This is an optimization exercise on Yosys and OpenROAD, whose aim is small area, a short achievable clock period and few clock cycles per item, not a production implementation. The RTL was checked by simulation tests, not by an equivalence proof against the original design. No activity file was given, so power comes from the tool's default toggle rates.

== run E ==
==> module tega_accum, before the edit <==
module tega_accum
(
    input  wire logic                  aclk,
    input  wire logic                  aresetn,
    input  wire logic                  s_tvalid,
    input  wire logic                  t_v,
    input  wire logic [2:0]            t_zc,
    input  wire logic [2:0]            t_yc,
    input  wire logic [RAW_W-1:0]      t_z,
    input  wire logic signed [RAW_W-1:0] off_z,
    input  wire logic [2:0]            msd_c,     
    input  wire logic                  busy_n,    
    output logic                       s_tready,
    output logic                       take,
    output logic                       close,
    output logic signed [SUM_W-1:0]    sum,
    output logic                       osc
);
    logic                    rdy;
    logic signed [SUM_W-1:0] acc;
    logic [3:0]              cnt;
    logic [3:0]              ncnt;
    logic                    ok;
    logic                    last;
    logic [3:0]              cnt_n;
    logic [3:0]              ncnt_sum;
    logic [2:0]              hdiff;    
    logic [SUM_W-1:0]        opa, opb, cs_s, cs_c;
    logic                    t_neg;    
    always_comb begin
        take     = s_tvalid && rdy;
        t_neg    = t_yc[2] || (t_yc[1] && t_yc[0]);
        ok       = t_v && (t_zc[2] || (t_zc[1] && t_zc[0]));    
        last     = (cnt == 4'd9);
        close    = ok && last;
        cnt_n    = ok ? (last ? 4'd0 : cnt + 4'd1) : cnt;
        opa      = SUM_W'($signed(t_z ^ {RAW_W{t_neg}}));
        opb      = SUM_W'($signed(off_z ^ {RAW_W{!t_neg}}));
        cs_s     = acc ^ opa ^ opb;
        cs_c     = {(acc[SUM_W-2:0] & opa[SUM_W-2:0]) | (acc[SUM_W-2:0] & opb[SUM_W-2:0])
                    | (opa[SUM_W-2:0] & opb[SUM_W-2:0]), 1'b1};
        sum      = cs_s + cs_c;
        ncnt_sum = ncnt + 4'(t_neg);
        hdiff    = (ncnt_sum >= 4'd5) ? 3'(ncnt_sum - 4'd5) : 3'(4'd5 - ncnt_sum);
        osc      = hdiff < msd_c;
    end
    always_ff @(posedge aclk) begin
        if (!aresetn) begin
            rdy  <= 1'b1;
            acc  <= '0;
            cnt  <= '0;
            ncnt <= '0;
        end else begin
            rdy <= !((cnt_n == 4'd9 || (cnt_n == 4'd8 && take)) && busy_n);
            cnt <= cnt_n;
            if (ok) begin
                acc  <= last ? '0 : sum;
                ncnt <= last ? '0 : ncnt_sum;
            end
        end
    end
    assign s_tready = rdy;
endmodule
Settings: LEC_CHECK=0, ABC_AREA=1, CAP_MARGIN=20, CORE_MARGIN=2, CORE_UTILIZATION=40, CTS_BUF_LIST=sky130_fd_sc_hd__clkbuf_8, SLEW_MARGIN=20, BUFFER_PORTS_ARGS=-buffer_cell sky130_fd_sc_hd__buf_1, SETUP_SLACK_MARGIN=8.4, TNS_END_PERCENT=100; clock period 12.0 ns.
standard.sh (not shown) runs the stock make flow with config.mk's settings and CLKGATE_MAP_FILE= SYNTH_SCRIPT=/design/flow/synth_recipe.tcl, a recipe that flattens the netlist after the stock synthesis.
==> flow/flow/run.sh <==
#!/bin/bash
# Standard ORFS layout with three changes to how it is made:
#  - synthesis maps the logic with an area-only ABC script (flow/abc_area.script) and leaves
#    adders to ABC instead of mapping full and half adders first; the registers and every
#    other synthesis step are those of the standard synthesis;
#  - the port buffers are buf_1 cells;
#  - timing repair aims for extra setup slack (flow/extra.mk).
# Each step's full output is in synth.log and standard.log here, and ORFS's own logs.
set -euo pipefail
cp -r "$FLOW_HOME/scripts" scripts_area
cp flow/abc_area.script scripts_area/abc_area.script
cat flow/extra.mk >> config.mk
bash standard.sh SCRIPTS_DIR="$PWD/scripts_area" ADDER_MAP_FILE= synth > synth.log 2>&1
bash standard.sh > standard.log 2>&1
==> flow/flow/abc_area.script <==
strash
dch
map -a
topo
stime -c
buffer -c
upsize -c
dnsize -c
==> flow/flow/extra.mk <==
export BUFFER_PORTS_ARGS = -buffer_cell sky130_fd_sc_hd__buf_1
export SETUP_SLACK_MARGIN = 8.4
export TNS_END_PERCENT = 100
Run E reached the final stage; the timing, DRC and antenna checks on its layout passed.
Testbench counts of run E, summed over its fixed seeds: cycles 25,664, samples 25,600.
diff inputs: run E => run D
--- a/flow/design.v
+++ b/flow/design.v
@@ -106,25 +106,22 @@
     logic                    ok;
     logic                    last;
     logic [3:0]              cnt_n;
     logic [3:0]              ncnt_sum;
     logic [2:0]              hdiff;    
-    logic [SUM_W-1:0]        opa, opb, cs_s, cs_c;
+    logic [SUM_W-1:0]        opa, opb;
     logic                    t_neg;    
     always_comb begin
         take     = s_tvalid && rdy;
         t_neg    = t_yc[2] || (t_yc[1] && t_yc[0]);
         ok       = t_v && (t_zc[2] || (t_zc[1] && t_zc[0]));    
         last     = (cnt == 4'd9);
         close    = ok && last;
         cnt_n    = ok ? (last ? 4'd0 : cnt + 4'd1) : cnt;
         opa      = SUM_W'($signed(t_z ^ {RAW_W{t_neg}}));
         opb      = SUM_W'($signed(off_z ^ {RAW_W{!t_neg}}));
-        cs_s     = acc ^ opa ^ opb;
-        cs_c     = {(acc[SUM_W-2:0] & opa[SUM_W-2:0]) | (acc[SUM_W-2:0] & opb[SUM_W-2:0])
-                    | (opa[SUM_W-2:0] & opb[SUM_W-2:0]), 1'b1};
-        sum      = cs_s + cs_c;
+        sum      = acc + opa + opb + SUM_W'(1);
         ncnt_sum = ncnt + 4'(t_neg);
         hdiff    = (ncnt_sum >= 4'd5) ? 3'(ncnt_sum - 4'd5) : 3'(4'd5 - ncnt_sum);
         osc      = hdiff < msd_c;
     end
     always_ff @(posedge aclk) begin
Findings:
Run D completed end to end with timing, DRC and antenna clean.
Per the comparison of run D with run E, count of fill cells added during filler insertion went down by about 2%; leakage dissipation went up by 1.9%; global-route track usage on met2 went up by 0.16 points.
[diff] internal cell power, run D relative to run E: improvement
Changes observed in run D relative to run E: wire length down 2.1%; fraction of area in multi-input gates lower; part of the total power dissipated in sequential elements +2.4 points; part of the power in combinational logic saw a decrease; number of hold violations in the final report saw little to no change.
In the reports for run D and run E, the larger maximum fanout along the worst path belongs to run E.
Compared with run E, run D shows final weighted congestion in routability-driven placement that has gone down slightly.
The setup slack was comparable across run D and run E.
On final net count: between run D and run E, it ends up higher for run E.
Testbench counts of run D, summed over its fixed seeds: cycles 25,664, samples 25,600.

==> static timing again, ports no longer ideal <==
How much do the figures lean on ideal ports? The routed layouts below were timed once more, with nothing changed but the port constraints.
Step 1 assumes that a clkbuf_16 drives the clock port and a buf_2 every other input.
Step 2, shift: input delay + t, output delay - t, t = (earliest + latest rising clock arrival at the registers) / 2. This alone moves slack from input paths to output paths.
Three values: ideal ports, drivers, drivers and shift; two values: the first two.
run	t, ns	slack for setup (ns)	hold slack, ns	slew at the worst register clock pin (ns)	worst slew at a driven data input, ns
run E	0.503	8.455 / 8.418 / 8.094	0.495 / 0.495 / 0.495	0.09 / 0.09	0.05
run D	0.498	8.452 / 8.410 / 8.108	0.487 / 0.487 / 0.487	0.10 / 0.10	0.04
After both steps every run listed still meets setup and hold. The setup slack of run E, which loses most, moves by -0.037 ns with the drivers and by -0.361 ns with both steps.
